Context: an optimization exercise on an open-source flow, tuned for small area, a short achievable clock period and few clock cycles per item. The choices shown serve that exercise and are no tape-out recipe. In this exercise RTL edits were held to simulation tests only and were not proved equivalent to the original. Power figures rest on the tool's default switching activity, not on a simulated workload.

// fc_layer_top
module fc_layer_top (
    input  logic                  clk,
    input  logic                  rst_n,
    input  logic                  start,
    output logic                  finish,
    input  logic [31:0]           scale,
    output logic                  weight_rd_en,
    output logic [16-1:0] weight_rd_addr0,
    output logic [16-1:0] weight_rd_addr1,
    input  logic [63:0]           weight_rdata,
    output logic                  act_rd_en,
    output logic [16-1:0] act_rd_addr0,
    output logic [16-1:0] act_rd_addr1,
    input  logic [63:0]           act_rdata,
    output logic [3:0]            act_wr_we,
    output logic [16-1:0] act_wr_addr,
    output logic [31:0]           act_wr_data
);
    logic               rd_valid;
    logic               rd_first;
    logic               rd_last;
    logic [23:0]        acc;
    logic               sum_valid;
    fc_sequencer i_fc_sequencer (
        .clk             (clk),
        .rst_n           (rst_n),
        .start           (start),
        .weight_rd_en    (weight_rd_en),
        .weight_rd_addr0 (weight_rd_addr0),
        .weight_rd_addr1 (weight_rd_addr1),
        .act_rd_en       (act_rd_en),
        .act_rd_addr0    (act_rd_addr0),
        .act_rd_addr1    (act_rd_addr1),
        .tag_valid       (rd_valid),
        .tag_first       (rd_first),
        .tag_last        (rd_last)
    );
    dot_product8 i_dot_product8 (
        .clk          (clk),
        .rst_n        (rst_n),
        .weights      (weight_rdata),
        .acts         (act_rdata),
        .tag_in_valid (rd_valid),
        .tag_in_first (rd_first),
        .tag_in_last  (rd_last),
        .acc          (acc),
        .sum_valid    (sum_valid)
    );
    relu_quantizer i_relu_quantizer (
        .clk         (clk),
        .rst_n       (rst_n),
        .scale       (scale),
        .acc         (acc),
        .sum_valid   (sum_valid),
        .act_wr_we   (act_wr_we),
  ...
Size: about 2200 cells after synthesis, roughly 340 flip-flops, roughly 280 I/O pins, ~0.024 mm² of cells after synthesis.
Settings: LEC_CHECK=0, CAP_MARGIN=20, CORE_MARGIN=2, CORE_UTILIZATION=60, CTS_CLUSTER_DIAMETER=100, CTS_CLUSTER_SIZE=30, SLEW_MARGIN=20, SYNTH_HIERARCHICAL=1; clock period 14.5 ns.
standard.sh (not shown) runs the stock make flow with config.mk's settings and CLKGATE_MAP_FILE= SYNTH_SCRIPT=/design/flow/synth_recipe.tcl, a recipe that flattens the netlist after the stock synthesis.
==> flow/flow/run.sh <==
#!/bin/bash
# The standard layout, except that the port buffers are the platform's
# smallest plain buffer instead of a delay buffer.
set -euo pipefail
export BUFFER_PORTS_ARGS="-buffer_cell sky130_fd_sc_hd__buf_1"
bash standard.sh > standard.log 2>&1
Testbench counts at the start, summed over its fixed seeds: cycles 144,960, layers 24.
Next try:
--- a/flow/design.v
+++ b/flow/design.v
@@ -72,14 +72,15 @@
     logic        f_q;
     logic        l_q;
     logic [23:0] row0;
     logic [23:0] row1;
     logic        v_r;
     logic        f_r;
     logic        l_r;
+    logic        f_r2;     
     logic p0_0_0;
     logic p0_0_1;
     logic p0_0_2;
     logic p0_0_3;
     logic p0_0_4;
     logic p0_0_5;
     logic p0_0_6;
@@ -681,14 +682,15 @@
             v_q <= 1'b0;
         end else begin
             v_q <= tag_in_valid;
         end
     end
     always_ff @(posedge clk) begin
         f_r <= f_q;
+        f_r2 <= !v_r || l_r;
         l_r <= l_q;
         if (!rst_n) begin
             v_r <= 1'b0;
         end else begin
             v_r <= v_q;
         end
         r901 <= s331;
@@ -750,15 +752,16 @@
         r957 <= s897;
         r958 <= c852;
         r959 <= c896;
         r960 <= s899;
         r961 <= c898;
         r962 <= c900;
     end
-    assign acc_in = f_r ? 24'h399000 : acc;
+    assign acc_in[11:0] = f_r ? 12'h000 : acc[11:0];
+    assign acc_in[23:12] = f_r2 ? 12'h399 : acc[23:12];
     assign p0_0_0 = ~(w_q[0] & a_q[0]);
     assign p0_0_1 = ~(w_q[0] & a_q[1]);
     assign p0_0_2 = ~(w_q[0] & a_q[2]);
     assign p0_0_3 = ~(w_q[0] & a_q[3]);
     assign p0_0_4 = ~(w_q[0] & a_q[4]);
     assign p0_0_5 = ~(w_q[0] & a_q[5]);
     assign p0_0_6 = ~(w_q[0] & a_q[6]);
@@ -2730,18 +2733,18 @@
     assign s1043 = r907 ^ acc_in[4];
     assign c1044 = acc_in[4] & ~r907;
     logic s1045;
     logic c1046;
     fa_cell u_s1045 (.a(~r910), .b(s1011), .c(acc_in[5]), .s(s1045), .co(c1046));
     logic s1047;
     logic c1048;
-    fa_cell u_s1047 (.a(c1012), .b(~acc_in[6]), .c(s1013), .s(s1047), .co(c1048));
+    fa_cell u_s1047 (.a(c1012), .b(s1013), .c(~acc_in[6]), .s(s1047), .co(c1048));
     logic s1049;
     logic c1050;
-    fa_cell u_s1049 (.a(~acc_in[7]), .b(c1014), .c(s1015), .s(s1049), .co(c1050));
+    fa_cell u_s1049 (.a(c1014), .b(s1015), .c(~acc_in[7]), .s(s1049), .co(c1050));
     logic s1051;
     logic c1052;
     fa_cell u_s1051 (.a(c1016), .b(s1017), .c(~s983), .s(s1051), .co(c1052));
     logic s1053;
     logic c1054;
     fa_cell u_s1053 (.a(c1018), .b(~s987), .c(s1019), .s(s1053), .co(c1054));
     logic s1055;
@@ -2760,18 +2763,18 @@
     logic c1064;
     fa_cell u_s1063 (.a(s1007), .b(c1028), .c(~s1029), .s(s1063), .co(c1064));
     logic s1065;
     logic c1066;
     fa_cell u_s1065 (.a(~c1008), .b(s1031), .c(c1030), .s(s1065), .co(c1066));
     logic s1067;
     logic c1068;
-    fa_cell u_s1067 (.a(acc_in[16]), .b(~s1033), .c(c1032), .s(s1067), .co(c1068));
+    fa_cell u_s1067 (.a(~s1033), .b(acc_in[16]), .c(c1032), .s(s1067), .co(c1068));
     logic s1069;
     logic c1070;
-    fa_cell u_s1069 (.a(r962), .b(acc_in[17]), .c(~c1034), .s(s1069), .co(c1070));
+    fa_cell u_s1069 (.a(r962), .b(~c1034), .c(acc_in[17]), .s(s1069), .co(c1070));
     assign row0 = {acc_in[23], acc_in[22], acc_in[21], acc_in[20], acc_in[19], acc_in[18], s1069, s1067, s1065, s1063, s1061, s1059, s1057, s1055, s1053, s1051, s1049, s1047, s1045, s1043, s1041, s1039, s1037, s1035} ^ 24'h005fde;
     assign row1 = {1'b0, 1'b0, 1'b0, 1'b0, 1'b0, c1070, c1068, c1066, c1064, c1062, c1060, c1058, c1056, c1054, c1052, c1050, c1048, c1046, c1044, c1042, c1040, c1038, c1036, acc_in[0]} ^ 24'h00bf92;
     always_ff @(posedge clk) begin
         acc <= row0 + row1;
         if (!rst_n) begin
             sum_valid <= 1'b0;
         end else begin
@@ -2798,47 +2801,49 @@
     assign s = a ^ b;
     assign co = a & b;
 endmodule
 module relu_quantizer (
     input  logic                   clk,
     input  logic                   rst_n,
     input  logic [31:0]            scale,
-    input  logic [23:0]            acc,
+    input  logic [23:0]            acc,      
     input  logic                   sum_valid,
     output logic [3:0]             act_wr_we,
     output logic [16-1:0]  act_wr_addr,
     output logic [31:0]            act_wr_data,
     output logic                   finish
 );
     localparam logic [7:0] o_first = 8'(692);
     localparam logic [7:0] o_last  = 8'(692 + 120 / 4 - 1);
     logic [22:0] r;        
+    logic        pos;      
     logic [22:0] hs;       
     logic [22:0] hc;       
     logic [22:0] x;
     logic [22:0] fs;
     logic [22:0] fc;
     logic        p;        
     logic        sbit;     
     logic [4:0]  k;        
     logic        busy;
     logic        fin;
     logic        sat;
     logic [6:0]  q;        
     logic [1:0]  lane;
     logic [7:0]  oaddr;
-    assign x  = sbit ? r : 23'd0;
+    assign x  = (sbit && pos) ? r : 23'd0;
     assign fs = hs ^ hc ^ x;
     assign fc = (hs & hc) | (x & (hs ^ hc));
     assign p  = fs[0];
     assign act_wr_addr = {6'b000000, 2'b10, oaddr};
     assign act_wr_data = {4{1'b0, q}};
     always_ff @(posedge clk) begin
         if (sum_valid) begin
-            r <= acc[23] ? 23'd0 : acc[22:0];
+            r <= acc[22:0];
+            pos <= !acc[23];
             hs <= '0;
             hc <= '0;
             sat <= 1'b0;
         end else begin
             hs <= {1'b0, fs[22:1]};
             hc <= fc;
             if (busy && (k[4:3] == 2'b11 || k == 5'd0)) begin
Result:
- The new run ran to the end with no violations
- clock-buffer cell count falls by 4
- via count came out lower by 1.1%
- routed wire length fell by 5.0%
- hold slack loses 16 ps
- clock skew rose by 8.5 ps
- global-route usage fell by 2.0 points
- setup slack is better by 6.7 ps
- power went down by 2.1%
- sequential cell count climbs by 2
Testbench counts after the change, summed over its fixed seeds: cycles 144,960, layers 24.

[separate check: timing with driven ports]
In the flow no input, the clock included, has a driving cell. The finished layouts below were timed again as built, in two steps.
Step 1, drivers: a clkbuf_16 drives clk and a buf_2 each remaining input, both assumed.
Step 2 times the ports against the registers' clock, not the clock port: input delays grow and output delays shrink by t, the midpoint of the rising clock arrivals with the driver on.
Three values: ideal, step 1, step 2; two values: the first two.
run | t, ns | setup slack, ns | worst setup path at the end | clock arrival spread, ns | pins driven straight from the clock port
the first run | 0.599 | 10.304 / 10.244 / 10.323 | register to register | 0.026 / 0.026 | 1
the second run | 0.593 | 10.310 / 10.246 / 10.231 | input to register | 0.034 / 0.035 | 1
After both steps every run listed still meets setup and hold. The setup slack of the second run, which loses most, moves by -0.064 ns with the drivers and by -0.079 ns with both steps.
